Background: an optimization exercise with open tools, aiming at a short achievable clock period and few clock cycles per item. Do not read the settings as production practice.
Function was checked by simulation only, so behaviour that the tests miss may differ from the original.
Power is estimated from default activity; no workload was simulated.

==> flow/run.sh <==
#!/bin/bash
# synth_recipe.tcl (not shown) runs the flow's synth.tcl, then flattens the netlist and writes it again
# the make line also repeats each setting of config.mk as NAME=value (left out here)
make -C /OpenROAD-flow-scripts/flow DESIGN_CONFIG=/design/flow/config.mk WORK_HOME=/design/flow/orfs CLKGATE_MAP_FILE= SYNTH_SCRIPT=/design/flow/synth_recipe.tcl finish
==> flow/design.v <==
`default_nettype none
package fce_pkg;
    localparam int TABLE_DEPTH = 64;
    localparam int IDX_W       = $clog2(TABLE_DEPTH);
    localparam int FIELD_W     = 6;
    localparam int ACT_W       = 3;
    localparam logic [ACT_W-1:0] ACT_CLEAR    = 3'd0;
    localparam logic [ACT_W-1:0] ACT_ALLOCATE = 3'd1;
    localparam logic [ACT_W-1:0] ACT_APPEND   = 3'd2;
    localparam logic [ACT_W-1:0] ACT_TRUNCATE = 3'd3;
    localparam logic [ACT_W-1:0] ACT_LIST     = 3'd4;
endpackage
`default_nettype wire
`default_nettype none
module fce_table (
    input  wire logic                             clk,
    input  wire logic                             rst_n,
    input  wire logic                             op_clear,
    input  wire logic                             end_we,     
    input  wire logic [fce_pkg::IDX_W-1:0]        end_addr,
    input  wire logic                             link_we,    
    input  wire logic [fce_pkg::IDX_W-1:0]        link_addr,
    input  wire logic [fce_pkg::IDX_W-1:0]        link_data,
    output logic      [fce_pkg::TABLE_DEPTH-1:0]  lv,         
    output logic      [fce_pkg::TABLE_DEPTH*fce_pkg::IDX_W-1:0] lt_flat   
);
    localparam int N = fce_pkg::TABLE_DEPTH;
    localparam int W = fce_pkg::IDX_W;
    logic [W-1:0] lt [N];
    always_ff @(posedge clk or negedge rst_n)
    begin
        if (!rst_n)
        begin
            lv <= '0;
        end
        else if (op_clear)
        begin
            lv <= '0;
        end
        else
        begin
            for (int y = 0; y < N; y++)
            begin
                if (end_we && (end_addr == W'(y)))
                begin
                    lv[y] <= 1'b0;
                end
                else if (link_we && (link_addr == W'(y)))
                begin
                    lv[y] <= 1'b1;
                end
            end
        end
    end
    always_ff @(posedge clk)
    begin
        for (int y = 0; y < N; y++)
        begin
            if (link_we && (link_addr == W'(y)))
            begin
                lt[y] <= link_data;
            end
        end
    end
    for (genvar y = 0; y < N; y++)
    begin : g_lt
        assign lt_flat[y*W +: W] = lt[y];
    end
endmodule
`default_nettype wire
`default_nettype none
module fat_chain_engine (
    input  wire logic                          clk,
    input  wire logic                          rst_n,
    input  wire logic                          in_valid,
    output logic                               in_stall,
    input  wire logic [fce_pkg::ACT_W-1:0]     action,
    input  wire logic [fce_pkg::FIELD_W-1:0]   target_block,
    input  wire logic [fce_pkg::FIELD_W-1:0]   new_block,
    output logic                               out_valid,
    input  wire logic                          out_stall,
    output logic      [fce_pkg::FIELD_W-1:0]   block_index,
    output logic                               last_of_run,
    output logic                               status
);
    localparam int N  = fce_pkg::TABLE_DEPTH;
    localparam int W  = fce_pkg::IDX_W;
    localparam int QD = 16;                
    localparam int QW = $clog2(QD);
    localparam int NW = 4;                 
    localparam int WW = $clog2(NW);
    logic                 h_valid;
    logic                 h_clear, h_cut, h_append, h_list;
    logic [W-1:0]         h_t, h_c;
    logic [N-1:0]         h_t_oh, h_c_oh;
    logic                 s_valid;
    logic [fce_pkg::ACT_W-1:0] s_act;
    logic [W-1:0]         s_t, s_n;
    logic [W+2:0]         q_mem [QD];
    logic [QW-1:0]        q_wp, q_rp;
    logic [QW:0]          q_cnt;
    logic                 q_room;
    logic [NW-1:0]        w_busy;
    logic [WW-1:0]        w_disp, w_out;
    logic [N-1:0]         w_lv [NW];
    logic [N*W-1:0]       w_lt [NW];
    logic [W-1:0]         w_cur [NW];
    logic [W-1:0]         w_cnt [NW];
    logic                 w_more [NW];
    logic [W-1:0]         w_next [NW];
    logic                 o_valid, o_last, o_st;
    logic [W-1:0]         o_blk;
    logic [N-1:0]         lv;
    logic [N*W-1:0]       lt_flat;
    logic [W-1:0]         lt [N];
    logic                 a_walk, a_more, a_loop, a_step;
    logic [W-1:0]         a_cur, a_pos, a_cnt;
    logic                 go, acc, load_h, o_free, q_pop, push;
    logic                 walk, walk_last, walk_loop;
    logic [W+2:0]         q_head;
    logic [W+1:0]         o_item;
    logic [fce_pkg::ACT_W-1:0] a_act;
    logic [W-1:0]         a_t, a_n;
    fce_table u_table (
        .clk       (clk),
        .rst_n     (rst_n),
        .op_clear  (go && h_clear),
        .end_we    (go && (h_cut || (h_append && !a_loop))),
        .end_addr  (h_c),
        .link_we   (go && h_append && !a_loop && (a_pos != h_c)),
        .link_addr (a_pos),
        .link_data (h_c),
        .lv        (lv),
        .lt_flat   (lt_flat)
    );
    for (genvar i = 0; i < N; i++)
    begin : g_lt
        assign lt[i] = lt_flat[i*W +: W];
    end
    assign a_pos  = a_walk ? a_cur : h_t;
    assign a_more = lv[a_pos];
    assign a_loop = a_more && (a_cnt == W'(N - 1));
    assign a_step = h_valid && h_append && a_more && !a_loop;
    assign go   = h_valid && q_room && !(h_list && w_busy[w_disp]) && !a_step;
    assign push = go && (h_list || h_append);
    assign in_stall = s_valid;
    assign acc      = in_valid && !s_valid;
    assign load_h   = !h_valid || go;
    assign a_act    = s_valid ? s_act : action;
    assign a_t      = s_valid ? s_t : target_block;
    assign a_n      = s_valid ? s_n : new_block;
    for (genvar k = 0; k < NW; k++)
    begin : g_walk
        assign w_more[k] = w_lv[k][w_cur[k]];
        assign w_next[k] = w_lt[k][w_cur[k]*W +: W];
    end
    assign q_head    = q_mem[q_rp];
    assign o_free    = !o_valid || !out_stall;
    assign walk      = q_head[W+2];
    assign walk_loop = w_more[w_out] && (w_cnt[w_out] == W'(N - 1));
    assign walk_last = !w_more[w_out] || walk_loop;
    assign q_pop     = o_free && (q_cnt != '0) && (!walk || walk_last);
    assign o_item    = walk ? {walk_loop, walk_last, w_cur[w_out]} : q_head[W+1:0];
    always_ff @(posedge clk or negedge rst_n)
    begin
        if (!rst_n)
        begin
            h_valid <= 1'b0;
            s_valid <= 1'b0;
            o_valid <= 1'b0;
            q_wp    <= '0;
            q_rp    <= '0;
            q_cnt   <= '0;
            q_room  <= 1'b1;
            w_busy  <= '0;
            w_disp  <= '0;
            a_walk  <= 1'b0;
            a_cnt   <= '0;
            w_out   <= '0;
        end
        else
        begin
            if (load_h)
            begin
                h_valid <= s_valid || acc;
                s_valid <= 1'b0;
            end
            else if (acc)
            begin
                s_valid <= 1'b1;
            end
            q_wp   <= q_wp + QW'(push);
            q_rp   <= q_rp + QW'(q_pop);
            q_cnt  <= q_cnt + (QW + 1)'(push) - (QW + 1)'(q_pop);
            q_room <= (q_cnt + (QW + 1)'(push) - (QW + 1)'(q_pop)) <= (QW + 1)'(QD - 1);
            for (int k = 0; k < NW; k++)
            begin
                if (go && h_list && (w_disp == WW'(k)))
                begin
                    w_busy[k] <= 1'b1;
                end
                else if (q_pop && walk && (w_out == WW'(k)))
                begin
                    w_busy[k] <= 1'b0;
                end
            end
            if (go && h_list)
            begin
                w_disp <= w_disp + 1'b1;
            end
            if (a_step)
            begin
                a_walk <= 1'b1;
                a_cnt  <= a_cnt + 1'b1;
            end
            else if (go)
            begin
                a_walk <= 1'b0;
                a_cnt  <= '0;
            end
            if (q_pop && walk)
            begin
                w_out <= w_out + 1'b1;
            end
            if (o_free)
            begin
                o_valid <= (q_cnt != '0);
            end
        end
    end
    always_ff @(posedge clk)
    begin
        if (load_h)
        begin
            h_clear  <= (a_act == fce_pkg::ACT_CLEAR);
            h_cut    <= (a_act == fce_pkg::ACT_ALLOCATE) || (a_act == fce_pkg::ACT_TRUNCATE)
                        || (a_act == fce_pkg::ACT_APPEND);
            h_append <= (a_act == fce_pkg::ACT_APPEND);
            h_list   <= (a_act == fce_pkg::ACT_LIST);
            h_t      <= a_t;
            h_c      <= (a_act == fce_pkg::ACT_APPEND) ? a_n : a_t;
            h_t_oh   <= N'(1) << a_t;
            h_c_oh   <= N'(1) << ((a_act == fce_pkg::ACT_APPEND) ? a_n : a_t);
        end
        if (a_step)
        begin
            a_cur <= lt[a_pos];
        end
        if (!load_h && acc)
        begin
            s_act <= action;
            s_t   <= target_block;
            s_n   <= new_block;
        end
        if (push)
        begin
            q_mem[q_wp] <= {h_list, a_loop, 1'b1, a_pos};
        end
        for (int k = 0; k < NW; k++)
        begin
            if (go && h_list && (w_disp == WW'(k)))
            begin
                w_lv[k]  <= lv;
                w_lt[k]  <= lt_flat;
                w_cur[k] <= h_t;
                w_cnt[k] <= '0;
            end
            else if (o_free && (q_cnt != '0) && walk && (w_out == WW'(k)))
            begin
                w_cur[k] <= w_next[k];
                w_cnt[k] <= w_cnt[k] + 1'b1;
            end
        end
        if (o_free && (q_cnt != '0))
        begin
            {o_st, o_last, o_blk} <= o_item;
        end
    end
    assign out_valid   = o_valid;
    assign block_index = o_blk;
    assign last_of_run = o_last;
    assign status      = o_st;
endmodule
`default_nettype wire
==> flow/constraint.sdc <==
create_clock -name core_clock -period 5.0 [get_ports {clk}]
set_input_delay 1.0000 -clock core_clock [delete_from_list [all_inputs] [get_ports {clk}]]
set_output_delay 1.0000 -clock core_clock [all_outputs]
set_load 0.01 [all_outputs]
==> flow/config.mk <==
export PLATFORM = sky130hd
export DESIGN_NAME = fat_chain_engine
export DESIGN_NICKNAME = fat_chain_engine
export VERILOG_FILES = /design/flow/design.v
export SDC_FILE = /design/flow/constraint.sdc
export NUM_CORES = 4
export LEC_CHECK = 0
export ABC_CLOCK_PERIOD_IN_PS = 3000
export CAP_MARGIN = 20
export CORE_MARGIN = 2
export CORE_UTILIZATION = 40
export PLACE_DENSITY = 0.6
export SETUP_SLACK_MARGIN = 1.0
export SLEW_MARGIN = 20
==> run summary <==
layout cell share with drive strength beyond 1 29.4%; Synth Area in Compound Gates 3.60%; CP max stage delay 0.62 ns; flops & latches, synth 2493; kind of critical path reg -> reg; post-layout net count 4875; PortBufs 28; clk root buf clkbuf_16; CP endpoint kind flop; Mapped Cells 4507; clock transition at the registers of the reported paths 0.06 ns; endpoints failing hold 0; post-synthesis xor/xnor area fraction 0.335%; Worst slew margin 19.6%; core area 241000 µm²; Worst Hold Margin 0.201 ns; reg2reg path depth 8; Worst path slowest cell and3_1; vias per cell 6.43; first-pass GRT wire length 436 mm; Starting Density 40.2%; CP cell instances buf_4 -> or3b_4 -> nand2_1 -> and3_1 -> a22oi_1 -> nand4_1 -> or4_1 -> o32a_1; post-layout minimum cycle time 4.08 ns; Worst EP arrival 4.64 ns; final worst path period share 81.7%; largest net degree at the start of global routing 90; WP data required 5.55 ns; final setup vio count 0; Final HPWL DP 220 mm; average size of a mapped cell 21.5 µm²; DP Area 103000 µm²; Worst Tran Pin Value 1.20 ns; synthesized area 96800 µm²; vias in the first global route 50200; HP Class in -> async; syn nets 4550; design area 112000 µm²; f_max 245 MHz; CTS Sinks 2493; Post-synth EDFFs 2373; Max VDD drop 0.698 mV; global route overflow 0; # H-tree levels 5; average wire per cell in the routed design 39.6 µm; num rows 180; reg2reg start h_t[0]; die area 246000 µm²; simple-gate area share of the yosys netlist 2.74%; final cell count without fillers 8218; largest family of logic cells by synthesized area multiplexers; asr flop ratio synth 3.85%; Pre-Repair DR Iteration Count 8; area share of fa/ha/maj cells after synthesis 0.318%; Total Routing Usage GR 26.2%; via count 52800; Synth warnings 10; Netlist cell types 80; WL final 326 mm; RSZ-0062 raised after global routing yes; DRT iter0 DRCs 8735; Sequential cell area 74100 µm²; reg2reg setup slack 0.92 ns; run status no timing/DRC/antenna violations; Slew Limit Fails 0; most frequent cells in the layout edfxtp_1, mux4_2, clkbuf_16, buf_4, nand2_1; synth-to-layout area growth 15.6%; CP Max Fanout 16; TritonCTS clock tree built; CTS max path bufs 4; IO Pins 29; routability congestion estimate 1.03; number of antenna violations at the first check in global routing 25; Fill cells 19800; cell leakage power 35.7 nW; PnR Total Power 67.6 mW; ANT nets after route 0; commonest non-fill, non-tap cell in the layout edfxtp_1; Die W 496 µm; CTS Buf Count 277; placed insts 7691; crit start category flop; mux cell area share after synthesis 14.9%; Critical R2R Capture a_cur[5]; Primary FF master, synth edfxtp_1; Clock Latency Late Sink 0.96 ns; Max Cap Violations 0; area of the multi-input gates 21800 µm²; Post-Route Skew 0.0916 ns; post-route DRC violation count 0; power density cells 604 nW/µm²; final core occ 46.5%; Seq/Total Area, Yosys 76.6%; die height 496 µm
cell usage after synthesis (10+ instances only):
library cell  count  share of area [%]
edfxtp_1       2373                 74
mux4_2          594                 14
clkbuf_1        160               0.62
nand2_1         128               0.50
a22oi_1         103               0.80
dfrtp_1          95                2.5
nor2_1           69               0.27
and3_1           63               0.41
buf_2            63               0.33
nor3b_1          63               0.49
a21oi_1          61               0.32
mux2i_1          58               0.60
o221a_2          54               0.63
a221oi_1         49               0.44
inv_1            49               0.19
nand3_1          47               0.24
mux2_2           42               0.49
buf_1            41               0.16
a22o_1           36               0.33
nand4_1          34               0.22
xor2_1           25               0.23
dfxtp_1          24               0.50
ha_1             23               0.30
o2111ai_1        22               0.20
o21ai_0          22               0.11
nor2b_1          16               0.10
nor3_1           16              0.083
xnor2_1          12               0.11
o221a_1          10               0.12
through the flow:
stage	setup TNS (ns)	setup slack [ns]
finish	0	0.917
CTS	0	0.952
floorplan	-3214.89	-4.32
global placement	0	0.520
global route	0	0.911
detailed placement	0	0.358
routing by layer:
metal	wire, µm	GRT usage, %	up-vias
li1	-	-	19800
met1	123000	35.9	28200
met2	141000	37.9	3968
met3	42000	8.43	853
met4	20000	13.2	2
met5	11	0	-
flip-flops by register name, indices dropped and copies added, names as in the netlist, 24 cells and up:
signal and flops:
w_lv 256, u_table.lv 64, w_cur 24, w_lt 1536
q_mem 128, w_cnt 24, u_table.lt 384
power breakdown:
group	switching [mW]	internal [mW]
clock	8.05	11.3
combinational	12.9	7.22
sequential	1.43	26.7
total	22.4	45.2
worst max-delay path: cells and delay by family, from the launching register on:
kind | cells | cell delay (ns)
simple gates | 5 | 2.05
buf+inv | 1 | 0.22
compound gates | 2 | 1.01
flops | 1 | 0.46
repair_timing:
action                                  4_1_cts  5_1_grt
hold buffers                                  0        0
endpoints found under the hold margin         0        0
pin swaps                                     1        7
setup buffers                                25       11
gates resized for setup                      36       36
gates cloned                                  6        4
endpoints found under the setup margin     1880     1172
cell type report:
| type | count | share of cell area, % |
|---|---|---|
| multi-input cells | 1681 | 19.5 |
| flip-flops and latches | 2493 | 66.3 |
| inverters | 54 | 0.254 |
| clock buffers | 339 | 6.55 |
| well taps | 3185 | 3.56 |
| diodes | 10 | 0.0224 |
| repair buffers | 321 | 2.78 |
| repair inverters | 4 | 0.0514 |
| clock inverters | 131 | 0.996 |
worst max-delay path by stage:
| stage | depth (start not counted) | end | start |
|---|---|---|---|
| 2_1_floorplan | 10 | w_lt[3][0] | a_walk |
| 3_3_place_gp | 10 | w_lt[1][317] | a_walk |
| 3_5_place_dp | 10 | w_lt[1][305] | a_walk |
| 4_1_cts | 12 | w_lt[3][379] | a_walk |
| 5_1_grt | 16 | q_cnt[4] | w_cur[0][0] |
| 6_report | 8 | a_cur[5] | h_t[0] |
cells by family (layout without fill, tap and decap cells):
| logic type | after synthesis | count (layout) |
|---|---|---|
| xor+xnor | 37 | 37 |
| compound gates | 431 | 431 |
| buf+inv | 333 | 849 |
| fa+ha+maj | 24 | 24 |
| mux | 696 | 696 |
| flops | 2493 | 2493 |
| simple gates | 493 | 493 |
| other cells | 0 | 10 |
Testbench counts, summed over its fixed seeds: cycles 120,416, items 48,000.

## port drivers added, routing unchanged
Ports are ideal in the flow. The routed layout listed here was re-timed in OpenROAD. Step 1 (the two cells are an assumption about what drives the block):
set clk [get_ports {clk}]
set_driving_cell -lib_cell sky130_fd_sc_hd__clkbuf_16 $clk
set_driving_cell -lib_cell sky130_fd_sc_hd__buf_2 [delete_from_list [all_inputs] $clk]
Step 2 also shifts input and output timing later by t, the mid clock arrival at the registers, as if the neighbouring blocks saw the same clock. a / b / c = ideal ports / drivers / drivers and shift; a / b = the first two.
shift t [ns]: 1.010
setup slack, ns: 0.917 / 0.917 / 0.917
worst setup path after step 2: register to register
worst slew at a driven data input, ns: 0.04
cell pins on the clock port's net: 1
After both steps setup and hold are still met in this run. The setup slack of this run moves by 0.000 ns with the drivers and by 0.000 ns with both steps.
